This design comes from an exercise in tuning for a short achievable clock period and few clock cycles on the open sky130 flow, not from production work. RTL that was checked went through simulation tests only; none was proved equivalent to the original. The RTL of runs 1 and 2 was laid out without a check of its function. The clock port is modelled as an ideal driver; clocking choices that lean on that would not hold on a real chip. Power and IR drop assume default switching activity.

==> design/flow/config.mk <==
export PLATFORM = sky130hd
export DESIGN_NAME = axiToAhbBridge
export DESIGN_NICKNAME = axiToAhbBridge
export VERILOG_FILES = /design/flow/design.v
export SDC_FILE = /design/flow/constraint.sdc
export NUM_CORES = 4
export LEC_CHECK = 0
export ABC_CLOCK_PERIOD_IN_PS = 2000
export CAP_MARGIN = 20
export CORE_MARGIN = 2
export CORE_UTILIZATION = 55
export SETUP_SLACK_MARGIN = 3.3
export SLEW_MARGIN = 20
==> design/flow/constraint.sdc <==
create_clock -name core_clock -period 5.5 [get_ports {ACLK}]
set_input_delay 1.1000 -clock core_clock [delete_from_list [all_inputs] [get_ports {ACLK}]]
set_output_delay 1.1000 -clock core_clock [all_outputs]
set_load 0.01 [all_outputs]
==> design/flow/design.v <==
`default_nettype none
package axiAhbPkg;
    localparam int AddrWidth    = 32;
    localparam int DataWidth    = 32;
    localparam int IdWidth      = 4;
    localparam int MaxBeats     = 16;
    localparam int BeatIdxWidth = 4;
    typedef enum logic [1:0]
    {
        OKAY   = 2'd0,
        SLVERR = 2'd2
    } axiResp_e;
    typedef enum logic [1:0]
    {
        IDLE   = 2'd0,
        NONSEQ = 2'd2
    } ahbTrans_e;
    typedef enum logic [2:0]
    {
        BYTE = 3'd0,
        HALF = 3'd1,
        WORD = 3'd2
    } axiSize_e;
    typedef struct packed
    {
        logic [IdWidth-1:0]      id;
        logic [AddrWidth-1:0]    addr;
        logic [BeatIdxWidth-1:0] len;
        axiSize_e                size;
    } burstReq_t;
    typedef struct packed
    {
        logic [DataWidth-1:0] data;
        logic                 err;
    } readBeat_t;
endpackage
`default_nettype wire
`timescale 1ns/1ps
`default_nettype none
import axiAhbPkg::*;
module axiToAhbBridge (
    input  wire                                 ACLK,
    input  wire                                 rst,
    input  wire                                 awValid,
    output logic                                awReady,
    input  wire [axiAhbPkg::IdWidth-1:0]        awId,
    input  wire [axiAhbPkg::AddrWidth-1:0]      awAddr,
    input  wire [axiAhbPkg::BeatIdxWidth-1:0]   awLen,
    input  wire axiAhbPkg::axiSize_e            awSize,
    input  wire                                 wValid,
    output logic                                wReady,
    input  wire [axiAhbPkg::DataWidth-1:0]      wData,
    input  wire                                 wLast,
    output logic                                bValid,
    input  wire                                 bReady,
    output logic [axiAhbPkg::IdWidth-1:0]       bId,
    output axiAhbPkg::axiResp_e                 bResp,
    input  wire                                 arValid,
    output logic                                arReady,
    input  wire [axiAhbPkg::IdWidth-1:0]        arId,
    input  wire [axiAhbPkg::AddrWidth-1:0]      arAddr,
    input  wire [axiAhbPkg::BeatIdxWidth-1:0]   arLen,
    input  wire axiAhbPkg::axiSize_e            arSize,
    output logic                                rValid,
    input  wire                                 rReady,
    output logic [axiAhbPkg::IdWidth-1:0]       rId,
    output logic [axiAhbPkg::DataWidth-1:0]     rData,
    output axiAhbPkg::axiResp_e                 rResp,
    output logic                                rLast,
    output logic [axiAhbPkg::AddrWidth-1:0]     hAddr,
    output logic                                hWrite,
    output logic [2:0]                          hSize,
    output axiAhbPkg::ahbTrans_e                hTrans,
    output logic [axiAhbPkg::DataWidth-1:0]     hWData,
    input  wire [axiAhbPkg::DataWidth-1:0]      hRData,
    input  wire                                 hReady,
    input  wire                                 hResp
);
    logic                 awReadyQ;   
    logic                 awFullQ;    
    logic [IdWidth-1:0]   awIdQ;
    logic [AddrWidth-1:0] awAddrQ;
    logic [3:0]           awLenQ;
    logic [2:0]           awSizeQ;
    logic                 arReadyQ;
    logic                 arFullQ;
    logic [IdWidth-1:0]   arIdQ;
    logic [AddrWidth-1:0] arAddrQ;
    logic [3:0]           arLenQ;
    logic [2:0]           arSizeQ;
    logic [DataWidth-1:0] wBuf [2];
    logic                 wWr;
    logic                 wRd;
    logic                 wEmpty;
    logic                 wReadyQ;    
    logic                 wFullQ;     
    logic                 bAct;
    logic                 hTransQ;
    logic                 hTransO;    
    logic                 hWriteI;
    logic [AddrWidth-1:0] hAddrI;
    logic [2:0]           hSizeI;
    logic                 hWriteO;
    logic [AddrWidth-1:0] hAddrO;
    logic [2:0]           hSizeO;
    logic                 hLastQ;     
    logic [3:0]           curLeft;    
    logic [DataWidth-1:0] wdPend;     
    logic                 dpAct;
    logic                 dpWr;
    logic                 dpLast;
    logic [DataWidth-1:0] hWDataS;    
    logic [DataWidth-1:0] hWDataO;
    logic                 wrBusy;     
    logic [IdWidth-1:0]   wrId;
    logic [IdWidth-1:0]   wrIdO;
    logic                 errAcc;
    logic                 bValidQ;
    logic                 bErrQ;
    logic                 bErrO;
    logic                 rdBusy;     
    logic [IdWidth-1:0]   rdId;
    logic [IdWidth-1:0]   rdIdO;
    logic                 rValidQ;
    logic [DataWidth-1:0] rDataI;
    logic                 rErrI;
    logic                 rLastI;
    logic [DataWidth-1:0] rDataO;
    logic                 rErrO;
    logic                 rLastO;
    logic [DataWidth+1:0] rBuf [4];
    logic [1:0]           rWr;
    logic [1:0]           rRd;
    logic [4:0]           rCnt;       
    assign awReady = awReadyQ;
    assign arReady = arReadyQ;
    assign wReady  = wReadyQ;
    assign hTrans  = hTransO ? NONSEQ : IDLE;
    assign hWrite  = hWriteO;
    assign hAddr   = hAddrO;
    assign hSize   = hSizeO;
    assign hWData  = hWDataO;
    assign bValid  = bValidQ;
    assign bId     = wrIdO;
    assign bResp   = bErrO ? SLVERR : OKAY;
    assign rValid  = rValidQ;
    assign rId     = rdIdO;
    assign rData   = rDataO;
    assign rResp   = rErrO ? SLVERR : OKAY;
    assign rLast   = rLastO;
    logic                 awAvail;
    logic [IdWidth-1:0]   awIdS;
    logic [AddrWidth-1:0] awAddrS;
    logic [3:0]           awLenS;
    logic [2:0]           awSizeS;
    logic                 arAvail;
    logic [IdWidth-1:0]   arIdS;
    logic [AddrWidth-1:0] arAddrS;
    logic [3:0]           arLenS;
    logic [2:0]           arSizeS;
    assign awAvail = awFullQ || awValid;
    assign awIdS   = awFullQ ? awIdQ   : awId;
    assign awAddrS = awFullQ ? awAddrQ : awAddr;
    assign awLenS  = awFullQ ? awLenQ  : awLen;
    assign awSizeS = awFullQ ? awSizeQ : awSize;
    assign arAvail = arFullQ || arValid;
    assign arIdS   = arFullQ ? arIdQ   : arId;
    assign arAddrS = arFullQ ? arAddrQ : arAddr;
    assign arLenS  = arFullQ ? arLenQ  : arLen;
    assign arSizeS = arFullQ ? arSizeQ : arSize;
    logic                 wIn;
    logic                 wAvail;
    logic [DataWidth-1:0] wHead;
    assign wIn    = wValid && !wFullQ;
    assign wAvail = !wEmpty || wIn;
    assign wHead  = wEmpty ? wData : wBuf[wRd];
    logic credOK;
    assign credOK = rCnt[0];
    logic canUpd;
    logic endB;
    logic wrSel;
    logic startWr;
    logic startRd;
    logic pres;
    logic presWr;
    assign canUpd  = !hTransQ || hReady;
    assign endB    = hTransQ && hLastQ;
    assign wrSel   = awAvail && !wrBusy;
    assign startWr = !bAct && wrSel;
    assign startRd = !bAct && !wrSel && arAvail && !rdBusy;
    always_comb
    begin
        if (bAct)
            pres = !endB && (hWriteI ? wAvail : credOK);
        else if (wrSel)
            pres = awAvail && wAvail;
        else
            pres = arAvail && !rdBusy;
    end
    assign presWr = canUpd && pres && (bAct ? hWriteI : wrSel);
    logic popEn;
    assign popEn = bAct ? (canUpd && !endB && hWriteI) : wrSel;
    logic rdDone;
    logic wrDoneBeat;
    assign rdDone     = dpAct && !dpWr && hReady;
    assign wrDoneBeat = dpAct && dpWr && hReady;
    logic rOutFree;
    logic rEmpty;
    logic rPop;
    logic rPush;
    assign rOutFree = !rValidQ || rReady;
    assign rEmpty   = rCnt[0];
    assign rPop     = rOutFree && !rEmpty;
    assign rPush    = rdDone && !(rOutFree && rEmpty);
    logic [11:0] sizeMask;    
    logic [11:0] onesBelow;   
    logic [11:0] carryIn;
    logic [11:0] addrInc;
    always_comb
    begin
        for (int i = 0; i < 12; i++)
        begin
            sizeMask[i]  = (i >= int'(hSizeI));
            onesBelow[i] = hAddrI[i] || !sizeMask[i];
        end
        carryIn[0] = sizeMask[0];
        for (int i = 1; i < 12; i++)
            carryIn[i] = sizeMask[i] && (&(onesBelow | ~((12'd1 << i) - 12'd1)));
        for (int i = 0; i < 12; i++)
            addrInc[i] = carryIn[i] ? !hAddrI[i] : hAddrI[i];
    end
    logic [AddrWidth-1:0] hAddrN;
    logic [2:0]           hSizeN;
    logic                 hWriteN;
    always_comb
    begin
        if (bAct)
        begin
            hAddrN  = hTransQ ? {hAddrI[31:12], addrInc} : hAddrI;
            hSizeN  = hSizeI;
            hWriteN = hWriteI;
        end
        else if (wrSel)
        begin
            hAddrN  = awAddrS;
            hSizeN  = awSizeS;
            hWriteN = 1'b1;
        end
        else
        begin
            hAddrN  = arAddrS;
            hSizeN  = arSizeS;
            hWriteN = 1'b0;
        end
    end
    logic [DataWidth+1:0] rNext;
    logic                 rLoadNew;
    assign rNext    = rEmpty ? {hRData, hResp, dpLast} : rBuf[rRd];
    assign rLoadNew = rOutFree && (!rEmpty || rdDone);
    always_ff @(posedge ACLK)
    begin
        if (rst)
        begin
            awReadyQ <= 1'b1;
            arReadyQ <= 1'b1;
            awFullQ  <= 1'b0;
            arFullQ  <= 1'b0;
            wWr      <= 1'b0;
            wRd      <= 1'b0;
            wEmpty   <= 1'b1;
            wReadyQ  <= 1'b1;
            wFullQ   <= 1'b0;
            bAct     <= 1'b0;
            hTransQ  <= 1'b0;
            dpAct    <= 1'b0;
            wrBusy   <= 1'b0;
            bValidQ  <= 1'b0;
            rdBusy   <= 1'b0;
            rValidQ  <= 1'b0;
            rWr      <= 2'd0;
            rRd      <= 2'd0;
            rCnt     <= 5'b00001;
        end
        else
        begin
            awReadyQ <= awFullQ ? startWr : (!awValid || startWr);
            arReadyQ <= arFullQ ? startRd : (!arValid || startRd);
            awFullQ  <= awFullQ ? !startWr : (awValid && !startWr);
            arFullQ  <= arFullQ ? !startRd : (arValid && !startRd);
            if (wIn)
                wWr <= !wWr;
            if (presWr)
                wRd <= !wRd;
            if (wEmpty)
            begin
                wEmpty <= !(wIn && !popEn);
            end
            else if (wFullQ)
            begin
                wFullQ  <= !popEn;
                wReadyQ <= popEn;
            end
            else
            begin
                wEmpty  <= !wIn && popEn;
                wFullQ  <= wIn && !popEn;
                wReadyQ <= !(wIn && !popEn);
            end
            if (canUpd)
            begin
                hTransQ <= pres;
                if (bAct)
                    bAct <= !endB;
                else
                    bAct <= startWr || startRd;
            end
            if (hReady)
                dpAct <= hTransQ;
            if (startWr)
                wrBusy <= 1'b1;
            else if (bValidQ && bReady)
                wrBusy <= 1'b0;
            if (wrDoneBeat && dpLast)
                bValidQ <= 1'b1;
            else if (bReady)
                bValidQ <= 1'b0;
            if (startRd)
                rdBusy <= 1'b1;
            else if (rValidQ && rReady && rLastI)
                rdBusy <= 1'b0;
            if (rOutFree)
                rValidQ <= !rEmpty || rdDone;
            if (rPop)
                rRd <= rRd + 2'd1;
            if (rPush)
                rWr <= rWr + 2'd1;
            if (rdDone && !rOutFree)
                rCnt <= {rCnt[3:0], 1'b0};
            else if (!rEmpty && rOutFree && !rdDone)
                rCnt <= {1'b0, rCnt[4:1]};
        end
    end
    always_ff @(posedge ACLK)
    begin
        if (!awFullQ)
        begin
            awIdQ   <= awId;
            awAddrQ <= awAddr;
            awLenQ  <= awLen;
            awSizeQ <= awSize;
        end
        if (!arFullQ)
        begin
            arIdQ   <= arId;
            arAddrQ <= arAddr;
            arLenQ  <= arLen;
            arSizeQ <= arSize;
        end
        if (wIn)
            wBuf[wWr] <= wData;
        if (canUpd)
        begin
            wdPend <= wHead;
            if (bAct)
            begin
                if (hTransQ)
                begin
                    hAddrI[11:0] <= addrInc;
                    curLeft      <= curLeft - 4'd1;
                    hLastQ       <= (curLeft == 4'd1);
                end
            end
            else if (wrSel)
            begin
                hAddrI  <= awAddrS;
                curLeft <= awLenS;
                hLastQ  <= (awLenS == 4'd0);
            end
            else
            begin
                hAddrI  <= arAddrS;
                curLeft <= arLenS;
                hLastQ  <= (arLenS == 4'd0);
            end
        end
        if (!bAct)
        begin
            hWriteI <= wrSel;
            hSizeI  <= wrSel ? awSizeS : arSizeS;
        end
        if (!wrBusy)
            wrId <= awIdS;
        if (!rdBusy)
            rdId <= arIdS;
        if (hReady)
        begin
            dpWr    <= hWriteI;
            dpLast  <= hLastQ;
        end
        if (startWr)
            errAcc <= 1'b0;
        else if (wrDoneBeat)
            errAcc <= errAcc || hResp;
        if (wrDoneBeat && dpLast && !bValidQ)
            bErrQ <= errAcc || hResp;
        bErrO <= (wrDoneBeat && dpLast) ? (errAcc || hResp) : bErrQ;
        wrIdO <= startWr ? awIdS : wrId;
        rdIdO <= startRd ? arIdS : rdId;
        hTransO <= canUpd ? (pres && !rst) : hTransQ;
        rBuf[rWr] <= {hRData, hResp, dpLast};
        if (rLoadNew)
            {rDataI, rErrI, rLastI} <= rNext;
        if (hReady && hTransQ && hWriteI)
            hWDataS <= wdPend;
        hAddrO  <= canUpd ? hAddrN : hAddrI;
        hSizeO  <= canUpd ? hSizeN : hSizeI;
        hWriteO <= canUpd ? hWriteN : hWriteI;
        hWDataO <= hReady ? wdPend : hWDataS;
        {rDataO, rErrO, rLastO} <= rOutFree ? rNext : {rDataI, rErrI, rLastI};
    end
endmodule
`default_nettype wire
==> design/flow/flow/run.sh <==
#!/bin/bash
# The standard layout, except that
#  - the port buffers are buf_4 cells (buffer_ports' default here is a delay
#    buffer, clkdlybuf4s50_1), and
#  - after clock tree synthesis the clock port drives the tree's first-level
#    buffers directly and timing is repaired again (see post_cts.tcl).
set -euo pipefail
cd "$(dirname "$0")/.."
export POST_CTS_TCL="$PWD/flow/post_cts.tcl"
export BUFFER_PORTS_ARGS="-buffer_cell sky130_fd_sc_hd__buf_4"
bash standard.sh finish > flow_make.log 2>&1
==> design/flow/flow/post_cts.tcl <==
set block [ord::get_db_block]
set clkNet [$block findNet ACLK]
set rootInst ""
set nIn 0
foreach it [$clkNet getITerms] {
  if {[$it isInputSignal]} { set rootInst [$it getInst]; incr nIn }
}
if {$nIn != 1} {
  puts "post_cts: the clock port feeds $nIn cell pins; tree left as it is"
  return
}
set rootOutNet ""
foreach it [$rootInst getITerms] {
  if {[$it isOutputSignal]} { set rootOutNet [$it getNet] }
}
set loads {}
foreach it [$rootOutNet getITerms] {
  if {[$it isInputSignal]} { lappend loads $it }
}
if {[llength $loads] > 4 || [llength [$rootOutNet getBTerms]] > 0} {
  puts "post_cts: root [$rootInst getName] drives [llength $loads] pins; tree left as it is"
  return
}
puts "post_cts: removing root buffer [$rootInst getName]; the clock port now drives [llength $loads] buffers"
foreach it $loads {
  $it disconnect
  $it connect $clkNet
}
foreach it [$rootInst getITerms] {
  if {[$it getNet] ne "NULL"} { $it disconnect }
}
odb::dbInst_destroy $rootInst
odb::dbNet_destroy $rootOutNet

# Repair timing again for the shorter clock paths, as the cts step does after
# clock tree synthesis, and legalize the placement.
estimate_parasitics -placement
report_clock_skew
repair_timing_helper
detailed_placement
check_placement -verbose
estimate_parasitics -placement
report_clock_skew
report_worst_slack -max
==> design/flow/standard.sh <==
#!/bin/bash
# synth_recipe.tcl (not shown) runs the flow's synth.tcl, then flattens the netlist and writes it again
# the make line also repeats each setting of config.mk as NAME=value (left out here)
make -C /OpenROAD-flow-scripts/flow DESIGN_CONFIG=/design/flow/config.mk WORK_HOME=/design/flow/orfs CLKGATE_MAP_FILE= SYNTH_SCRIPT=/design/flow/synth_recipe.tcl "${@:-finish}"
==> impl_metrics.sql, run 1 <==
INSERT INTO impl_metrics (metric_group, metric, value, unit) VALUES
('placed_design', 'place_inst', '2174', ''),
('synth', 'post_synth_and_or_nand_nor_area_fraction', '0.0577', ''),
('cts', 'worst_setup_hold_path_clk_slew', '0.07', 'ns'),
('die', 'die_w', '201', 'um'),
('sta', 'setup_slack', '3.34', 'ns'),
('die', 'rows', '72', ''),
('setup_path', 'critPathKind', 'in2reg', ''),
('setup_path', 'setup.worst_path.end_class', 'flop', ''),
('synth', 'postSynthAreaPerCell', '14.7', 'um^2'),
('synth', 'async_flop_share', '0', ''),
('sta', 'final_hold_viol_count', '0', ''),
('cts', 'clock_sink_count', '577', ''),
('grt', 'grt_start_max_net_pins', '69', ''),
('routing', 'totalWireLength', '45.4', 'mm'),
('sta', 'finalHoldWorstSlack', '0.437', 'ns'),
('sta', 'finalSetupTns', '0', 'ns'),
('cells_and_area', 'final-instance-count-excl-fill', '2302', ''),
('routing', 'number_of_iterations_in_the_first_detailed_routing_pass', '5', ''),
('sta', 'max_freq', '0.464', 'GHz'),
('die', 'total_die_area', '40300', 'um^2'),
('run_status', 'status', 'complete, no violations', ''),
('pwr', 'cellLeakagePower', '9.98', 'nW'),
('routing', 'via_count', '12200', ''),
('synth', 'synth-main-ff-cell', 'sky130_fd_sc_hd__edfxtp_1', ''),
('run', 'maxCapViolCount', '0', ''),
('placed_design', 'place_hpwl', '27.0', 'mm'),
('grt', 'grt_overall_usage', '0.220', ''),
('cells_and_area', 'layout.cells.most_common', 'sky130_fd_sc_hd__edfxtp_1', ''),
('sta', 'max_slew_violation_count', '0', ''),
('synth', 'synth_compound_area_frac', '0.0428', ''),
('synth', 'synth.yosys.seq_area_share', '0.706', ''),
('synth', 'synth.lib_cells_used.distinct', '54', ''),
('sta', 'setup_violations', '0', ''),
('synth', 'post_synth_fa_ha_maj_area_fraction', '0.00471', ''),
('placed_design', 'pre_cts_setup_slack', '1.92', 'ns'),
('sta', 'period_share', '0.392', ''),
('synth', 'synth-edff-count', '346', ''),
('placed_design', 'place_area', '23800', 'um^2'),
('cells_and_area', 'drive_above_1_share', '0.360', ''),
('synth', 'netlist_instances', '1445', ''),
('cells_and_area', 'layout_common_cells', 'sky130_fd_sc_hd__edfxtp_1, sky130_fd_sc_hd__buf_4, sky130_fd_sc_hd__dfxtp_1', ''),
('sta', 'fin_worst_skew', '0.0173', 'ns'),
('cells_and_area', 'post_layout_nets', '1903', ''),
('grt', 'first_global_vias', '11900', ''),
('routing', 'detail_route.drc_violations', '0', ''),
('pwr', 'max-vdd-ir-drop', '0.000276', 'V'),
('routing', 'drt_iter0_drc', '570', ''),
('grt', 'initial_antenna_violation_count', '2', ''),
('cells_and_area', 'fillerInstances', '2827', ''),
('cells_and_area', 'design_area', '26100', 'um^2'),
('setup_path', 'worst_ep_required_time', '5.80', 'ns'),
('placed_design', 'buffer_ports.inserted', '275', ''),
('die', 'floorplan.die.height', '201', 'um'),
('die', 'io_pins', '280', ''),
('cells_and_area', 'final_core_util', '0.680', ''),
('routing', 'ant_nets', '0', ''),
('sta', 'rsz0062_at_grt', 'yes', ''),
('setup_path', 'crit_fanout', '12', ''),
('sta', 'slew_headroom', '0.259', ''),
('grt', 'grt_first_pass_wirelength', '68.4', 'mm'),
('cells_and_area', 'multiInputGateArea', '5890', 'um^2'),
('pwr', 'power-per-cell-area', '406', 'nW/um^2'),
('sta', 'worst_pin_slew', '1.11', 'ns'),
('die', 'core-area', '38400', 'um^2'),
('setup_path', 'crit_arrival', '2.46', 'ns'),
('cells_and_area', 'seqCellArea', '15100', 'um^2'),
('die', 'floorplan.initialDensity', '0.554', ''),
('cells_and_area', 'syn_to_final_growth', '22.6', '%'),
('routing', 'wl_per_cell', '19.7', 'um'),
('synth', 'number_of_synthesized_register_bits', '577', ''),
('synth', 'syn-cell-area', '21300', 'um^2'),
('setup_path', 'critPathLaunchType', 'primary input', ''),
('placed_design', 'place_congestion', '0.792', ''),
('routing', 'vias_per_cell', '5.28', ''),
('synth', 'yosys.area_share.xor_xnor', '0.00700', ''),
('synth', 'synth_top_family_by_area', 'multiplexers', ''),
('sta', 'min_period', '2.16', 'ns'),
('pwr', 'fin_total_pwr', '10.6', 'mW'),
('grt', 'aggregate_global_routing_overflow', '0', ''),
('synth', 'yosysWarnings', '1', ''),
('cts', 'clock_latency_at_the_later_pin_of_the_worst_skew_pair', '0.41', 'ns'),
('synth', 'yosys-mux-area-fraction', '0.156', ''),
('worst_hold_path', 'worstHoldPathType', 'reg2reg', ''),
('cts', 'tritoncts', 'yes', '');
area by class of cell:
| type | count | area share |
|---|---|---|
| Inverter | 46 | 0.00772 |
| Timing Repair Buffer | 309 | 0.0944 |
| Multi-Input combinational cell | 746 | 0.226 |
| Clock buffer | 89 | 0.0651 |
| Sequential cell | 577 | 0.578 |
| Tap cell | 518 | 0.0249 |
| Clock inverter | 15 | 0.00413 |
| Antenna cell | 2 | 0.000192 |
synthesized netlist by cell type (9+ instances only):
library cell               number  share of area
sky130_fd_sc_hd__edfxtp_1     346           0.49
sky130_fd_sc_hd__dfxtp_1      231           0.22
sky130_fd_sc_hd__nor2_1       162          0.029
sky130_fd_sc_hd__mux2_2       157          0.083
sky130_fd_sc_hd__mux2i_1       79          0.037
sky130_fd_sc_hd__nand2_1       69          0.012
sky130_fd_sc_hd__o21ai_0       64          0.015
sky130_fd_sc_hd__a21oi_1       44          0.010
sky130_fd_sc_hd__inv_1         43         0.0076
sky130_fd_sc_hd__clkbuf_1      42         0.0074
sky130_fd_sc_hd__mux4_2        34          0.036
sky130_fd_sc_hd__buf_2         22         0.0052
sky130_fd_sc_hd__nor3_1        13         0.0031
sky130_fd_sc_hd__a221oi_1      10         0.0041
sky130_fd_sc_hd__nand3_1       10         0.0024
sky130_fd_sc_hd__buf_1          9         0.0016
sky130_fd_sc_hd__xnor2_1        9         0.0037
where the power goes:
part           total, mW  internal [mW]  switching, mW
clock               3.68           2.15           1.52
combinational       1.51          0.748          0.759
sequential          5.41           5.14          0.274
worst paths after layout:
check / from / cells past startpoint / slack [ns] / to
max reg2reg: hSizeI[0] / 9 / 3.38 / hAddrI[9]
min: wdPend[11] / 0 / 0.44 / hWDataS[11]
min reg2reg: wdPend[11] / 0 / 0.44 / hWDataS[11]
max: awValid / 4 / 3.34 / rdIdO[0]
critical path, cell delays in order:
cell and delay (ns):
sky130_fd_sc_hd__buf_4 0.17, sky130_fd_sc_hd__o21ba_4 0.29, sky130_fd_sc_hd__nor4_4 0.49, sky130_fd_sc_hd__mux2_2 0.40
flip-flops by register name, summed over array words and instances (netlist names), 5 cells and up, named ones only:
signal,cells
rDataO,32
rCnt,5
rDataI,32
wdPend,32
wBuf,64
hWDataO,32
awAddrQ,32
hAddrO,32
hWDataS,32
rBuf,136
hAddrI,32
arAddrQ,32
cells by family (layout without fill, tap and decap cells):
kind of cell               after synthesis  in the layout
muxes                                  270            270
AOI/OAI and AO/OA                      155            158
and+or+nand+nor                        289            290
xor gates and xnor gates                17             17
DFF                                    577            577
other                                    1              5
adders and majority gates                8              8
buffers and inverters                  128            459
per-layer routing:
metal  routed length [um]  track usage
met1                20100        0.308
met4                 1300       0.0786
met5                    0            0
met3                 2680       0.0424
met2                21300        0.348
==> inputs of run 2 (changes only) <==
--- a/design/flow/design.v
+++ b/design/flow/design.v
@@ -229,30 +229,26 @@
         for (int i = 0; i < 12; i++)
             addrInc[i] = carryIn[i] ? !hAddrI[i] : hAddrI[i];
     end
+    logic                 selAwQ;
+    logic                 selAwIn;
+    logic                 selAr;
+    logic [AddrWidth-1:0] startAddr;
+    logic [2:0]           startSize;
+    logic                 advance;
     logic [AddrWidth-1:0] hAddrN;
     logic [2:0]           hSizeN;
     logic                 hWriteN;
-    always_comb
-    begin
-        if (bAct)
-        begin
-            hAddrN  = hTransQ ? {hAddrI[31:12], addrInc} : hAddrI;
-            hSizeN  = hSizeI;
-            hWriteN = hWriteI;
-        end
-        else if (wrSel)
-        begin
-            hAddrN  = awAddrS;
-            hSizeN  = awSizeS;
-            hWriteN = 1'b1;
-        end
-        else
-        begin
-            hAddrN  = arAddrS;
-            hSizeN  = arSizeS;
-            hWriteN = 1'b0;
-        end
-    end
+    assign selAwQ    = awFullQ && !wrBusy;
+    assign selAwIn   = !awFullQ && !wrBusy && awValid;
+    assign selAr     = !selAwQ && !selAwIn;
+    assign startAddr = ({AddrWidth{selAwQ}} & awAddrQ) | ({AddrWidth{selAwIn}} & awAddr)
+                     | ({AddrWidth{selAr}} & arAddrS);
+    assign startSize = ({3{selAwQ}} & awSizeQ) | ({3{selAwIn}} & awSize)
+                     | ({3{selAr}} & arSizeS);
+    assign advance   = hTransQ && hReady;
+    assign hAddrN    = bAct ? {hAddrI[31:12], advance ? addrInc : hAddrI[11:0]} : startAddr;
+    assign hSizeN    = bAct ? hSizeI : startSize;
+    assign hWriteN   = bAct ? hWriteI : wrSel;
     logic [DataWidth+1:0] rNext;
     logic                 rLoadNew;
     assign rNext    = rEmpty ? {hRData, hResp, dpLast} : rBuf[rRd];
@@ -372,21 +368,21 @@
             end
             else if (wrSel)
             begin
-                hAddrI  <= awAddrS;
+                hAddrI  <= startAddr;
                 curLeft <= awLenS;
                 hLastQ  <= (awLenS == 4'd0);
             end
             else
             begin
-                hAddrI  <= arAddrS;
+                hAddrI  <= startAddr;
                 curLeft <= arLenS;
                 hLastQ  <= (arLenS == 4'd0);
             end
         end
-        if (!bAct)
+        if (canUpd && !bAct)
         begin
             hWriteI <= wrSel;
-            hSizeI  <= wrSel ? awSizeS : arSizeS;
+            hSizeI  <= startSize;
         end
         if (!wrBusy)
             wrId <= awIdS;
@@ -412,9 +408,9 @@
             {rDataI, rErrI, rLastI} <= rNext;
         if (hReady && hTransQ && hWriteI)
             hWDataS <= wdPend;
-        hAddrO  <= canUpd ? hAddrN : hAddrI;
-        hSizeO  <= canUpd ? hSizeN : hSizeI;
-        hWriteO <= canUpd ? hWriteN : hWriteI;
+        hAddrO  <= hAddrN;
+        hSizeO  <= hSizeN;
+        hWriteO <= hWriteN;
         hWDataO <= hReady ? wdPend : hWDataS;
         {rDataO, rErrO, rLastO} <= rOutFree ? rNext : {rDataI, rErrI, rLastI};
     end
==> impl_metrics.sql, run 2 <==
INSERT INTO impl_metrics (metric_group, metric, value, unit) VALUES
('run_status', 'status', 'complete, no violations', ''),
('routing', 'via_count', '12500', ''),
('cells_and_area', 'fillerInstances', '2770', ''),
('die', 'io_pins', '280', ''),
('cells_and_area', 'layout.cells.most_common', 'sky130_fd_sc_hd__edfxtp_1', ''),
('cells_and_area', 'syn_to_final_growth', '21.5', '%'),
('synth', 'yosysWarnings', '1', ''),
('cells_and_area', 'layout_common_cells', 'sky130_fd_sc_hd__edfxtp_1, sky130_fd_sc_hd__buf_4, sky130_fd_sc_hd__dfxtp_1', ''),
('die', 'floorplan.initialDensity', '0.559', ''),
('placed_design', 'buffer_ports.inserted', '275', ''),
('routing', 'vias_per_cell', '5.42', ''),
('sta', 'fin_worst_skew', '0.0171', 'ns'),
('sta', 'max_freq', '0.457', 'GHz'),
('sta', 'finalSetupTns', '0', 'ns'),
('setup_path', 'path_delay_family', 'simple AND/OR/NAND/NOR gates', ''),
('routing', 'dr.max_layer_used', 'met4', ''),
('die', 'core-area', '38800', 'um^2'),
('synth', 'async_flop_share', '0', ''),
('synth', 'number_of_synthesized_register_bits', '577', ''),
('setup_path', 'worstPathBufferInverterCount', '1', ''),
('setup_path', 'setup.worst_path.end_class', 'flop', ''),
('sta', 'slew_headroom', '0.274', ''),
('grt', 'grt_overall_usage', '0.219', ''),
('pwr', 'power-per-cell-area', '412', 'nW/um^2'),
('synth', 'syn-cell-area', '21700', 'um^2'),
('cells_and_area', 'reg_with_most_ffs', 'rBuf', ''),
('synth', 'synth-main-ff-cell', 'sky130_fd_sc_hd__edfxtp_1', ''),
('setup_path', 'critPathLaunchType', 'primary input', ''),
('synth', 'synth.lib_cells_used.distinct', '59', ''),
('die', 'total_die_area', '41100', 'um^2'),
('sta', 'final_hold_viol_count', '0', ''),
('routing', 'drt_iter0_drc', '758', ''),
('setup_path', 'crit_arrival', '2.22', 'ns'),
('cells_and_area', 'design_area', '26400', 'um^2'),
('sta', 'rsz0062_at_grt', 'yes', ''),
('sta', 'worst_pin_slew', '1.09', 'ns'),
('synth', 'post_synth_main_area_contributors', 'sky130_fd_sc_hd__edfxtp_1, sky130_fd_sc_hd__dfxtp_1, sky130_fd_sc_hd__mux2_2', ''),
('synth', 'postSynthAreaPerCell', '15.0', 'um^2'),
('synth', 'synth.yosys.seq_area_share', '0.709', ''),
('synth', 'synthDominantCellAreaShare', '0.532', ''),
('cts', 'worst_setup_hold_path_clk_slew', '0.06', 'ns'),
('routing', 'totalWireLength', '45.6', 'mm'),
('routing', 'detailroute.wirelength.met3', '2.65', 'mm'),
('grt', 'grt_first_pass_wirelength', '69.6', 'mm'),
('synth', 'netlist_instances', '1449', ''),
('routing', 'drt-met1-wl', '19.5', 'mm'),
('grt', 'first_global_vias', '12500', ''),
('die', 'rows', '72', ''),
('setup_path', 'critPathKind', 'in2reg', ''),
('sta', 'setup_violations', '0', ''),
('setup_path', 'worst_ep_required_time', '5.53', 'ns'),
('cts', 'clock_latency_at_the_later_pin_of_the_worst_skew_pair', '0.41', 'ns'),
('placed_design', 'place_congestion', '0.786', ''),
('cells_and_area', 'largest_register_ffs', '136', ''),
('synth', 'synth.largest_area_cell', 'sky130_fd_sc_hd__edfxtp_1', ''),
('grt', 'grt_start_max_net_pins', '70', ''),
('die', 'die_w', '203', 'um'),
('synth', 'synthMostInstantiatedCell', 'sky130_fd_sc_hd__edfxtp_1', ''),
('routing', 'detail_route.drc_violations', '0', ''),
('setup_path', 'timing.critical_path.slowest_cell_delay', '0.81', 'ns'),
('pwr', 'cellLeakagePower', '10.1', 'nW'),
('sta', 'period_share', '0.398', ''),
('sta', 'min_period', '2.19', 'ns'),
('sta', 'max_slew_violation_count', '0', ''),
('cells_and_area', 'final_core_util', '0.679', ''),
('setup_path', 'cp_slowest_cell', 'sky130_fd_sc_hd__nor2_4', ''),
('routing', 'met2_routed_wirelength', '22.0', 'mm'),
('cells_and_area', 'biggestRegsByFlops', 'rBuf (136), wBuf (64)', ''),
('cts', 'tritoncts', 'yes', ''),
('synth', 'synth-edff-count', '385', ''),
('pwr', 'max-vdd-ir-drop', '0.000285', 'V'),
('run', 'maxCapViolCount', '0', ''),
('grt', 'initial_antenna_violation_count', '1', ''),
('synth', 'synth_commonest_cells', 'sky130_fd_sc_hd__edfxtp_1, sky130_fd_sc_hd__dfxtp_1, sky130_fd_sc_hd__nand2_1', ''),
('placed_design', 'place_hpwl', '26.9', 'mm'),
('placed_design', 'place_area', '24200', 'um^2'),
('routing', 'number_of_iterations_in_the_first_detailed_routing_pass', '5', ''),
('grt', 'aggregate_global_routing_overflow', '0', ''),
('routing', 'ant_nets', '0', ''),
('die', 'floorplan.die.height', '203', 'um'),
('routing', 'wl_per_cell', '19.7', 'um'),
('cts', 'clock_sink_count', '577', ''),
('cells_and_area', 'post_layout_nets', '1911', ''),
('cells_and_area', 'drive_above_1_share', '0.359', ''),
('setup_path', 'crit_fanout', '32', ''),
('pwr', 'fin_total_pwr', '10.9', 'mW'),
('setup_path', 'worstPathCellList', 'buf_4, nand2b_1, nor2_4', ''),
('worst_hold_path', 'worstHoldPathType', 'reg2reg', '');
run 2: cell count changes after synthesis, moves of 36 or more:
cell / change
sky130_fd_sc_hd__a22oi_1: +48
sky130_fd_sc_hd__dfxtp_1: -39
sky130_fd_sc_hd__edfxtp_1: +39
sky130_fd_sc_hd__mux2_2: -47
sky130_fd_sc_hd__mux2i_1: -36
sky130_fd_sc_hd__nand2_1: +53
sky130_fd_sc_hd__nor2_1: -52
run 2: layout make-up:
cell class | instances | area (um^2) | share of cell area
antenna | 1 | 2.50 | 0.0000949
clock buffer | 93 | 1700 | 0.0646
clock inverter | 14 | 92.6 | 0.00351
inverter | 24 | 97.6 | 0.00370
multi-input combinational | 761 | 5880 | 0.223
sequential | 577 | 15400 | 0.585
tap | 518 | 648 | 0.0246
timing repair buffer | 321 | 2500 | 0.0948
timing repair inverter | 2 | 12.5 | 0.000474
run 2: through the flow:
stage               setup WS, ns  instances  hold slack [ns]
floorplan                   3.09       1451            0.412
global placement            1.77       2170            0.419
detailed placement          1.79       2170            0.419
global route                3.20       2311            0.448
finish                      3.31       2311            0.432
run 2: logic make-up after synthesis:
kind of cell             share of synthesized area
multiplexers                                 0.125
AO/OA/AOI/OAI                               0.0599
flip-flops                                   0.709
adder cells (fa/ha/maj)                    0.00461
buffers and inverters                       0.0262
AND/OR/NAND/NOR                             0.0644
other                                     0.000173
XOR/XNOR                                    0.0105
run 2: report_power, final:
group	leakage [nW]	internal [mW]	switching, mW
logic	3.87	0.795	0.827
clock network	0.882	2.15	1.53
registers	5.31	5.25	0.308
run 2: path summary, 6_finish.rpt:
kind	start	slack [ns]	endpoint	depth (start not counted)
min	hAddrI[17]	0.43	hAddrO[17]	2
min reg2reg	hAddrI[17]	0.43	hAddrO[17]	2
max reg2reg	wrBusy	3.39	hAddrI[3]	4
max	wValid	3.31	wBuf[1][27]	3
run 2: worst reg2reg max path: stages, from the launching register on:
cell and delay [ns]:
sky130_fd_sc_hd__dfxtp_1 0.34, sky130_fd_sc_hd__buf_4 0.37, sky130_fd_sc_hd__inv_1 0.40, sky130_fd_sc_hd__a221oi_1 0.66, sky130_fd_sc_hd__a21oi_1 0.08
run 2: metal layers:
layer,vias up,GRT usage
met5,-,0
met4,0,0.0777
met3,84,0.0451
met2,339,0.363
met1,6186,0.289
li1,5925,-
==> inputs of run 3 (changes only) <==
--- a/design/flow/design.v
+++ b/design/flow/design.v
@@ -400,8 +400,8 @@
         if (wrDoneBeat && dpLast && !bValidQ)
             bErrQ <= errAcc || hResp;
         bErrO <= (wrDoneBeat && dpLast) ? (errAcc || hResp) : bErrQ;
-        wrIdO <= startWr ? awIdS : wrId;
-        rdIdO <= startRd ? arIdS : rdId;
+        wrIdO <= (!wrBusy && !bAct) ? awIdS : wrId;
+        rdIdO <= (!rdBusy && !bAct) ? arIdS : rdId;
         hTransO <= canUpd ? (pres && !rst) : hTransQ;
         rBuf[rWr] <= {hRData, hResp, dpLast};
         if (rLoadNew)
==> impl_metrics.sql, run 3 <==
INSERT INTO impl_metrics (metric_group, metric, value, unit) VALUES
('sta', 'max_slew_violation_count', '0', ''),
('sta', 'setup_violations', '0', ''),
('synth', 'synth.lib_cells_used.distinct', '62', ''),
('routing', 'number_of_iterations_in_the_first_detailed_routing_pass', '5', ''),
('placed_design', 'place_inst', '2178', ''),
('synth', 'synth-edff-count', '385', ''),
('placed_design', 'place_hpwl', '27.8', 'mm'),
('setup_path', 'crit_arrival', '2.24', 'ns'),
('cts', 'tritoncts', 'yes', ''),
('cells_and_area', 'final-instance-count-excl-fill', '2311', ''),
('setup_path', 'crit_fanout', '9', ''),
('worst_hold_path', 'worstHoldPathType', 'reg2reg', ''),
('pwr', 'clockPowerShare', '0.341', ''),
('pwr', 'power.share.sequential', '0.510', ''),
('setup_path', 'worst_ep_required_time', '5.63', 'ns'),
('placed_design', 'place_congestion', '0.782', ''),
('sta', 'fin_worst_skew', '0.0231', 'ns'),
('grt', 'grt_overall_usage', '0.228', ''),
('cells_and_area', 'multiInputGateArea', '5730', 'um^2'),
('die', 'rows', '72', ''),
('cts', 'clock_sink_count', '577', ''),
('routing', 'via_count', '12500', ''),
('cells_and_area', 'final_core_util', '0.677', ''),
('sta', 'worst_pin_slew', '1.04', 'ns'),
('cells_and_area', 'layout.cells.most_common', 'sky130_fd_sc_hd__edfxtp_1', ''),
('routing', 'vias_per_cell', '5.41', ''),
('sta', 'final_hold_viol_count', '0', ''),
('pwr', 'power.switching', '2.68', 'mW'),
('synth', 'synth.largest_area_cell', 'sky130_fd_sc_hd__edfxtp_1', ''),
('cells_and_area', 'seqCellArea', '15400', 'um^2'),
('grt', 'grt_first_pass_wirelength', '72.1', 'mm'),
('placed_design', 'buffer_ports.inserted', '275', ''),
('sta', 'finalSetupTns', '0', 'ns'),
('die', 'die_w', '202', 'um'),
('pwr', 'comb_power_share', '0.149', ''),
('synth', 'synthMostInstantiatedCell', 'sky130_fd_sc_hd__edfxtp_1', ''),
('pwr', 'max-vdd-ir-drop', '0.000287', 'V'),
('synth', 'netlist_instances', '1459', ''),
('synth', 'synth.yosys.seq_area_share', '0.716', ''),
('cts', 'clock_latency_at_the_later_pin_of_the_worst_skew_pair', '0.41', 'ns'),
('synth', 'synth-main-ff-cell', 'sky130_fd_sc_hd__edfxtp_1', ''),
('grt', 'aggregate_global_routing_overflow', '0', ''),
('grt', 'first_global_vias', '12700', ''),
('die', 'core-area', '38600', 'um^2'),
('grt', 'grt.met3_usage', '0.0622', ''),
('sta', 'period_share', '0.384', ''),
('grt', 'grt_use_met1', '0.308', ''),
('cells_and_area', 'syn_to_final_growth', '21.7', '%'),
('synth', 'async_flop_share', '0', ''),
('cells_and_area', 'fillerInstances', '2782', ''),
('cells_and_area', 'largest_register_ffs', '136', ''),
('cells_and_area', 'post_layout_nets', '1913', ''),
('synth', 'postSynthAreaPerCell', '14.7', 'um^2'),
('pwr', 'power.internal', '8.19', 'mW'),
('sta', 'min_period', '2.11', 'ns'),
('pwr', 'cellLeakagePower', '9.92', 'nW'),
('sta', 'rsz0062_at_grt', 'no', ''),
('grt', 'initial_antenna_violation_count', '6', ''),
('cells_and_area', 'layout_common_cells', 'sky130_fd_sc_hd__edfxtp_1, sky130_fd_sc_hd__buf_4, sky130_fd_sc_hd__dfxtp_1', ''),
('sta', 'max_freq', '0.473', 'GHz'),
('grt', 'grt.met2_usage', '0.368', ''),
('routing', 'ant_nets', '0', ''),
('cells_and_area', 'biggestRegsByFlops', 'rBuf (136), wBuf (64)', ''),
('cells_and_area', 'drive_above_1_share', '0.333', ''),
('synth', 'number_of_synthesized_register_bits', '577', ''),
('die', 'total_die_area', '40700', 'um^2'),
('grt', 'busiest_layer', 'met2', ''),
('grt', 'grt_start_max_net_pins', '70', ''),
('sta', 'setup_slack', '3.39', 'ns'),
('setup_path', 'critPathKind', 'in2reg', ''),
('synth', 'yosysWarnings', '1', ''),
('sta', 'slew_headroom', '0.307', ''),
('routing', 'totalWireLength', '46.8', 'mm'),
('synth', 'syn-cell-area', '21500', 'um^2'),
('die', 'floorplan.initialDensity', '0.557', ''),
('cts', 'worst_setup_hold_path_clk_slew', '0.06', 'ns'),
('synth', 'synthDominantCellAreaShare', '0.537', ''),
('setup_path', 'critPathLaunchType', 'primary input', ''),
('placed_design', 'pre_cts_setup_slack', '1.88', 'ns'),
('routing', 'detail_route.drc_violations', '0', ''),
('die', 'io_pins', '280', ''),
('run', 'maxCapViolCount', '0', ''),
('pwr', 'power_switching_share', '0.246', ''),
('routing', 'wl_per_cell', '20.3', 'um'),
('synth', 'post_synth_main_area_contributors', 'sky130_fd_sc_hd__edfxtp_1, sky130_fd_sc_hd__dfxtp_1, sky130_fd_sc_hd__mux2_2', ''),
('run_status', 'status', 'complete, no violations', ''),
('pwr', 'power-per-cell-area', '415', 'nW/um^2'),
('die', 'floorplan.die.height', '202', 'um'),
('synth', 'synth_commonest_cells', 'sky130_fd_sc_hd__edfxtp_1, sky130_fd_sc_hd__dfxtp_1, sky130_fd_sc_hd__nor2_1', ''),
('setup_path', 'setup.worst_path.end_class', 'flop', ''),
('cells_and_area', 'reg_with_most_ffs', 'rBuf', ''),
('routing', 'drt_iter0_drc', '844', '');
-- run 3: cell families after synthesis --
family	Yosys count	synth area share
simple gates	326	0.0625
mux	193	0.117
flops	577	0.716
compound gates	212	0.0651
buf+inv	116	0.0244
fa+ha+maj	8	0.00465
other cells	1	0.000174
xor+xnor	26	0.0106
-- run 3: final timing paths --
path	startpoint	end	slack (ns)	cells after the start
min	hAddrI[30]	hAddrO[30]	0.44	2
max reg2reg	wrBusy	hAddrI[1]	3.44	4
max	awValid	hAddrI[3]	3.39	6
min reg2reg	hAddrI[30]	hAddrO[30]	0.44	2
-- run 3: routing by layer --
metal / vias up / wire (um)
li1: 5942 / -
met1: 6140 / 20000
met2: 355 / 22400
met3: 69 / 3440
met4: 6 / 865
met5: - / 44
-- run 3: power by group through the flow --
stage	Sequential (mW)	Clock, mW	Combinational [mW]
final	5.54	3.71	1.62
after global routing	5.60	3.95	1.78
after detailed placement	5.66	0	1.52
after global placement	5.64	0	1.49
after floorplan	5.56	0	0.915
-- run 3: final cells by class --
| class | count | area share |
|---|---|---|
| Tap cell | 518 | 0.0248 |
| Multi-Input combinational cell | 769 | 0.219 |
| Clock buffer | 80 | 0.0609 |
| Clock inverter | 23 | 0.00817 |
| Timing Repair inverter | 2 | 0.000574 |
| Antenna cell | 3 | 0.000287 |
| Timing Repair Buffer | 312 | 0.0928 |
| Sequential cell | 577 | 0.590 |
| Inverter | 27 | 0.00416 |
-- run 3: critical path, cell delays in order --
cell and delay, ns:
sky130_fd_sc_hd__buf_4 0.18, sky130_fd_sc_hd__nor2b_4 0.17, sky130_fd_sc_hd__buf_4 0.17, sky130_fd_sc_hd__a22o_1 0.21, sky130_fd_sc_hd__a221oi_1 0.33, sky130_fd_sc_hd__a21oi_1 0.08
-- run 3: stage by stage --
stage,power [mW],hold slack (ns),cell area (um^2)
after floorplan,6.48,0.412,21600
after global routing,11.3,0.460,26200
after detailed placement,7.17,0.426,24000
after global placement,7.12,0.422,24000
final,10.9,0.437,26200
Testbench counts of run 3, summed over its fixed seeds: cycles 21,232.

-- re-timing with driven ports --
How much do the figures lean on ideal ports? The routed layouts below were timed once more, with nothing changed but the port constraints.
Step 1, drivers: a clkbuf_16 drives ACLK and a buf_2 each remaining input, both assumed.
Step 2, shift: input delay + t, output delay - t, t = (earliest + latest rising clock arrival at the registers) / 2. This alone moves slack from input paths to output paths.
Three values: ideal ports, drivers, drivers and shift; two values: the first two.
| run | t, ns | slack for setup (ns) | cell pins on the clock port's net |
|---|---|---|---|
| run 1 | 0.518 | 3.343 / 3.383 / 2.866 | 4 |
| run 2 | 0.518 | 3.311 / 3.360 / 2.842 | 4 |
| run 3 | 0.510 | 3.388 / 3.403 / 2.929 | 4 |
After both steps setup and hold are still met in every run listed. For run 1, which loses most, drivers alone change the setup slack by +0.040 ns; drivers and shift together by -0.477 ns.
